This design comes from an exercise in tuning for small area on the open sky130 flow, not from production work. Only simulation tests tie the RTL to the original design; equivalence was not proved. No activity file was given, so power comes from the tool's default toggle rates.

==> nickel: inputs <==
Design regfile_scoreboard_imm, start of the top module:
module regfile_scoreboard_imm
#(
  parameter int XLEN   = 32,
  parameter int NREGS  = 32,
  parameter int BYPASS = 1,
  localparam int AW    = $clog2(NREGS)
) (
  input  logic             clk,
  input  logic             rst,
  input  logic [31:0]      inst,
  input  logic             issue_valid,
  input  logic             wb_valid,
  input  logic [AW-1:0]    wb_rd,
  input  logic [XLEN-1:0]  wb_data,
  output logic [XLEN-1:0]  rs1_data,
  output logic [XLEN-1:0]  rs2_data,
  output logic [XLEN-1:0]  imm,
  output logic             stall,
  output logic [NREGS-1:0] busy_vec
);
==> module regfile_scoreboard_imm, before the edit <==
module regfile_scoreboard_imm
#(
  parameter int XLEN   = 32,
  parameter int NREGS  = 32,
  parameter int BYPASS = 1,
  localparam int AW    = $clog2(NREGS)
) (
  input  logic             clk,
  input  logic             rst,
  input  logic [31:0]      inst,
  input  logic             issue_valid,
  input  logic             wb_valid,
  input  logic [AW-1:0]    wb_rd,
  input  logic [XLEN-1:0]  wb_data,
  output logic [XLEN-1:0]  rs1_data,
  output logic [XLEN-1:0]  rs2_data,
  output logic [XLEN-1:0]  imm,
  output logic             stall,
  output logic [NREGS-1:0] busy_vec
);
  logic [XLEN-1:0]  regs [NREGS];
  logic [NREGS-1:0] busy;
  logic [NREGS-1:0] busy_eff;
  logic [AW-1:0]    rs1, rs2, rd;
  logic [6:0]       opcode;
  logic             use_rs1, use_rs2, writes_op, writes_rd;
  logic             rs1_bypass, rs2_bypass, issue_fire;
  assign rs1    = inst[15 +: AW];
  assign rs2    = inst[20 +: AW];
  assign rd     = inst[7 +: AW];
  assign opcode = inst[6:0];
  always_comb begin
    use_rs1   = 1'b0;
    use_rs2   = 1'b0;
    writes_op = 1'b0;
    case (opcode)
      OP_R:                    begin use_rs1 = 1'b1; use_rs2 = 1'b1; writes_op = 1'b1; end
      OP_I, OP_LOAD, OP_JALR:  begin use_rs1 = 1'b1; writes_op = 1'b1; end
      OP_STORE, OP_BRANCH:     begin use_rs1 = 1'b1; use_rs2 = 1'b1; end
      OP_JAL, OP_LUI, OP_AUIPC: writes_op = 1'b1;
      default: ;
    endcase
  end
  assign writes_rd = writes_op && (rd != '0);
  genvar gi;
  generate
    for (gi = 0; gi < NREGS; gi++) begin : g_busy_eff
      assign busy_eff[gi] = busy[gi] && !((BYPASS != 0) && wb_valid && (wb_rd == AW'(gi)));
    end
  endgenerate
  assign stall = issue_valid && ((use_rs1 && busy_eff[rs1]) ||
                                 (use_rs2 && busy_eff[rs2]) ||
                                 (writes_rd && busy_eff[rd]));
  assign issue_fire = issue_valid && !stall && writes_rd;
  assign busy_vec   = busy;
  assign rs1_bypass = (BYPASS != 0) && wb_valid && (wb_rd == rs1);
  assign rs2_bypass = (BYPASS != 0) && wb_valid && (wb_rd == rs2);
  assign rs1_data   = (rs1 == '0) ? '0 : (rs1_bypass ? wb_data : regs[rs1]);
  assign rs2_data   = (rs2 == '0) ? '0 : (rs2_bypass ? wb_data : regs[rs2]);
  always_ff @(posedge clk) begin
    if (!rst) begin
      for (int r = 0; r < NREGS; r++) regs[r] <= '0;
      busy <= '0;
    end else begin
      if (wb_valid && (wb_rd != '0)) regs[wb_rd] <= wb_data;
      if (wb_valid) busy[wb_rd] <= 1'b0;
      if (issue_fire) busy[rd] <= 1'b1;
    end
  end
  regfile_scoreboard_imm_imm_gen #(.XLEN(XLEN)) u_imm_gen (
    .inst (inst),
    .imm  (imm)
  );
endmodule
clock: 7.0 ns
lec_check: 0
cap_margin: 20
core_margin: 2
core_utilization: 40
setup_slack_margin: 0.3
slew_margin: 20
run.sh (not shown) runs the stock make flow with config.mk's settings and CLKGATE_MAP_FILE= SYNTH_SCRIPT=/design/flow/synth_recipe.tcl, a recipe that flattens the netlist after the stock synthesis.
==> lagoon: changes against nickel <==
--- a/flow/design.v
+++ b/flow/design.v
@@ -73,16 +73,21 @@
   output logic             stall,
   output logic [NREGS-1:0] busy_vec
 );
-  logic [XLEN-1:0]  regs [NREGS];
-  logic [NREGS-1:0] busy;
-  logic [NREGS-1:0] busy_eff;
+  localparam int NT = NREGS;
+  localparam int NG = (NT + 2) / 3;
+  logic [NREGS-1:1][XLEN-1:0] regs;
+  logic [NREGS-1:1][XLEN-1:0] regs_d;
+  logic [NREGS-1:1] busy;
   logic [AW-1:0]    rs1, rs2, rd;
   logic [6:0]       opcode;
   logic             use_rs1, use_rs2, writes_op, writes_rd;
-  logic             rs1_bypass, rs2_bypass, issue_fire;
-  assign rs1    = inst[15 +: AW];
-  assign rs2    = inst[20 +: AW];
-  assign rd     = inst[7 +: AW];
+  logic             rs1_byp, rs2_byp, rd_wb, issue_fire;
+  logic [NREGS-1:1] dec_rs1, dec_rs2, dec_rd, dec_wb;
+  logic [NREGS-1:1] wr_en, wr_hold;
+  logic [NT-1:0]    sel1, sel2;
+  assign rs1    = inst[19:15];
+  assign rs2    = inst[24:20];
+  assign rd     = inst[11:7];
   assign opcode = inst[6:0];
   always_comb begin
     use_rs1   = 1'b0;
@@ -97,29 +102,73 @@
     endcase
   end
   assign writes_rd = writes_op && (rd != '0);
-  genvar gi;
+  genvar gi, gb;
   generate
-    for (gi = 0; gi < NREGS; gi++) begin : g_busy_eff
-      assign busy_eff[gi] = busy[gi] && !((BYPASS != 0) && wb_valid && (wb_rd == AW'(gi)));
+    for (gi = 1; gi < NREGS; gi++) begin : g_dec
+      assign dec_rs1[gi] = (rs1 == AW'(gi));
+      assign dec_rs2[gi] = (rs2 == AW'(gi));
+      assign dec_rd[gi]  = (rd == AW'(gi));
+      assign dec_wb[gi]  = wb_valid && (wb_rd == AW'(gi));
     end
   endgenerate
-  assign stall = issue_valid && ((use_rs1 && busy_eff[rs1]) ||
-                                 (use_rs2 && busy_eff[rs2]) ||
-                                 (writes_rd && busy_eff[rd]));
-  assign issue_fire = issue_valid && !stall && writes_rd;
-  assign busy_vec   = busy;
-  assign rs1_bypass = (BYPASS != 0) && wb_valid && (wb_rd == rs1);
-  assign rs2_bypass = (BYPASS != 0) && wb_valid && (wb_rd == rs2);
-  assign rs1_data   = (rs1 == '0) ? '0 : (rs1_bypass ? wb_data : regs[rs1]);
-  assign rs2_data   = (rs2 == '0) ? '0 : (rs2_bypass ? wb_data : regs[rs2]);
+  assign rs1_byp = wb_valid && (wb_rd == rs1) && (rs1 != '0);
+  assign rs2_byp = wb_valid && (wb_rd == rs2) && (rs2 != '0);
+  assign rd_wb   = wb_valid && (wb_rd == rd);
+  assign stall = issue_valid && ((use_rs1 && |(dec_rs1 & busy) && !rs1_byp) ||
+                                 (use_rs2 && |(dec_rs2 & busy) && !rs2_byp) ||
+                                 (writes_rd && |(dec_rd & busy) && !rd_wb));
+  assign issue_fire = issue_valid && !stall && writes_op;
+  assign busy_vec   = {busy, 1'b0};
+  assign sel1 = {dec_rs1 & ~dec_wb, rs1_byp};
+  assign sel2 = {dec_rs2 & ~dec_wb, rs2_byp};
+  generate
+    for (gb = 0; gb < XLEN; gb++) begin : g_rd
+      logic [NT-1:0] t;
+      logic [NG-1:0] n1, n2;
+      assign t[0] = wb_data[gb];
+      for (gi = 1; gi < NREGS; gi++) begin : g_t
+        assign t[gi] = regs[gi][gb];
+      end
+      for (gi = 0; gi < NG; gi++) begin : g_aoi
+        if (3*gi + 2 < NT) begin : g3
+          regfile_scoreboard_imm_aoi222 u1 (
+            .a1(sel1[3*gi]), .a2(t[3*gi]), .b1(sel1[3*gi+1]), .b2(t[3*gi+1]),
+            .c1(sel1[3*gi+2]), .c2(t[3*gi+2]), .y(n1[gi]));
+          regfile_scoreboard_imm_aoi222 u2 (
+            .a1(sel2[3*gi]), .a2(t[3*gi]), .b1(sel2[3*gi+1]), .b2(t[3*gi+1]),
+            .c1(sel2[3*gi+2]), .c2(t[3*gi+2]), .y(n2[gi]));
+        end else begin : g2
+          regfile_scoreboard_imm_aoi22 u1 (
+            .a1(sel1[3*gi]), .a2(t[3*gi]), .b1(sel1[3*gi+1]), .b2(t[3*gi+1]),
+            .y(n1[gi]));
+          regfile_scoreboard_imm_aoi22 u2 (
+            .a1(sel2[3*gi]), .a2(t[3*gi]), .b1(sel2[3*gi+1]), .b2(t[3*gi+1]),
+            .y(n2[gi]));
+        end
+      end
+      assign rs1_data[gb] = ~&n1;
+      assign rs2_data[gb] = ~&n2;
+    end
+  endgenerate
+  assign wr_en   = dec_wb & {(NREGS-1){rst}};
+  assign wr_hold = ~dec_wb & {(NREGS-1){rst}};
+  generate
+    for (gi = 1; gi < NREGS; gi++) begin : g_wr
+      for (gb = 0; gb < XLEN; gb++) begin : g_b
+        regfile_scoreboard_imm_ao22 u (
+          .a1(wr_en[gi]), .a2(wb_data[gb]), .b1(wr_hold[gi]), .b2(regs[gi][gb]),
+          .y(regs_d[gi][gb]));
+      end
+    end
+  endgenerate
   always_ff @(posedge clk) begin
-    if (!rst) begin
-      for (int r = 0; r < NREGS; r++) regs[r] <= '0;
-      busy <= '0;
-    end else begin
-      if (wb_valid && (wb_rd != '0)) regs[wb_rd] <= wb_data;
-      if (wb_valid) busy[wb_rd] <= 1'b0;
-      if (issue_fire) busy[rd] <= 1'b1;
+    for (int r = 1; r < NREGS; r++) regs[r] <= regs_d[r];
+  end
+  always_ff @(posedge clk) begin
+    for (int r = 1; r < NREGS; r++) begin
+      if (!rst)                         busy[r] <= 1'b0;
+      else if (issue_fire && dec_rd[r]) busy[r] <= 1'b1;
+      else if (dec_wb[r])               busy[r] <= 1'b0;
     end
   end
   regfile_scoreboard_imm_imm_gen #(.XLEN(XLEN)) u_imm_gen (
@@ -127,3 +176,21 @@
     .imm  (imm)
   );
 endmodule
+module regfile_scoreboard_imm_aoi222 (
+  input  logic a1, a2, b1, b2, c1, c2,
+  output logic y
+);
+  assign y = ~((a1 & a2) | (b1 & b2) | (c1 & c2));
+endmodule
+module regfile_scoreboard_imm_aoi22 (
+  input  logic a1, a2, b1, b2,
+  output logic y
+);
+  assign y = ~((a1 & a2) | (b1 & b2));
+endmodule
+module regfile_scoreboard_imm_ao22 (
+  input  logic a1, a2, b1, b2,
+  output logic y
+);
+  assign y = (a1 & a2) | (b1 & b2);
+endmodule
==> flow/flow/run.sh (new file) <==
#!/bin/bash
# Standard layout with smaller port buffers and a clock tree built from
# sink clusters without dummy loads.
set -euo pipefail
export BUFFER_PORTS_ARGS="-buffer_cell sky130_fd_sc_hd__buf_2"
export CTS_ARGS="-sink_clustering_enable -repair_clock_nets -dont_use_dummy_load -buf_list {sky130_fd_sc_hd__clkbuf_8 sky130_fd_sc_hd__clkbuf_16} -sink_clustering_size 20 -sink_clustering_max_diameter 50"
bash standard.sh > flow_make.log 2>&1
==> flow/standard.sh (new file) <==
#!/bin/bash
# synth_recipe.tcl (not shown) runs the flow's synth.tcl, then flattens the netlist and writes it again
# the make line also repeats each setting of config.mk as NAME=value (left out here)
make -C /OpenROAD-flow-scripts/flow DESIGN_CONFIG=/design/flow/config.mk WORK_HOME=/design/flow/orfs CLKGATE_MAP_FILE= SYNTH_SCRIPT=/design/flow/synth_recipe.tcl "${@:-finish}"
- CORE_UTILIZATION: 40 -> 50
- SETUP_SLACK_MARGIN: 0.3 -> 0
- SYNTH_HIERARCHICAL: not set -> 1
- SYNTH_MINIMUM_KEEP_SIZE: not set -> 0
removed: flow/run.sh
==> notes <==
Against nickel, the first-iteration DRC count of lagoon is higher by 77%. In nickel the cell count is higher than in lagoon, by about 18%. In lagoon the sequential power is lower than in nickel, by 20%. Between lagoon and nickel, the lower cell area is in lagoon (gap about 28%, measured against nickel). Between lagoon and nickel, the lower sequential share of layout area is in lagoon (gap 4.6 points). In lagoon the synthesized area is lower than in nickel, by about 30%.

-- separate check: timing with driven ports --
In the flow no input, the clock included, has a driving cell. The finished layouts below were timed again as built, in two steps.
Step 1, drivers: a clkbuf_16 drives clk and a buf_2 each remaining input, both assumed.
Step 2, shift: input delay + t, output delay - t, t = (earliest + latest rising clock arrival at the registers) / 2. This alone moves slack from input paths to output paths.
a / b / c = ideal / step 1 / step 2; a / b = the first two.
| run | t, ns | setup slack, ns | clock arrival spread, ns |
|---|---|---|---|
| nickel | 0.798 | 0.689 / 0.653 / 0.653 | 0.079 / 0.079 |
| lagoon | 0.734 | 0.293 / 0.270 / 0.270 | 0.130 / 0.130 |
After both steps setup and hold are still met in every run listed. The setup slack of nickel, which loses most, moves by -0.036 ns with the drivers and by -0.036 ns with both steps.
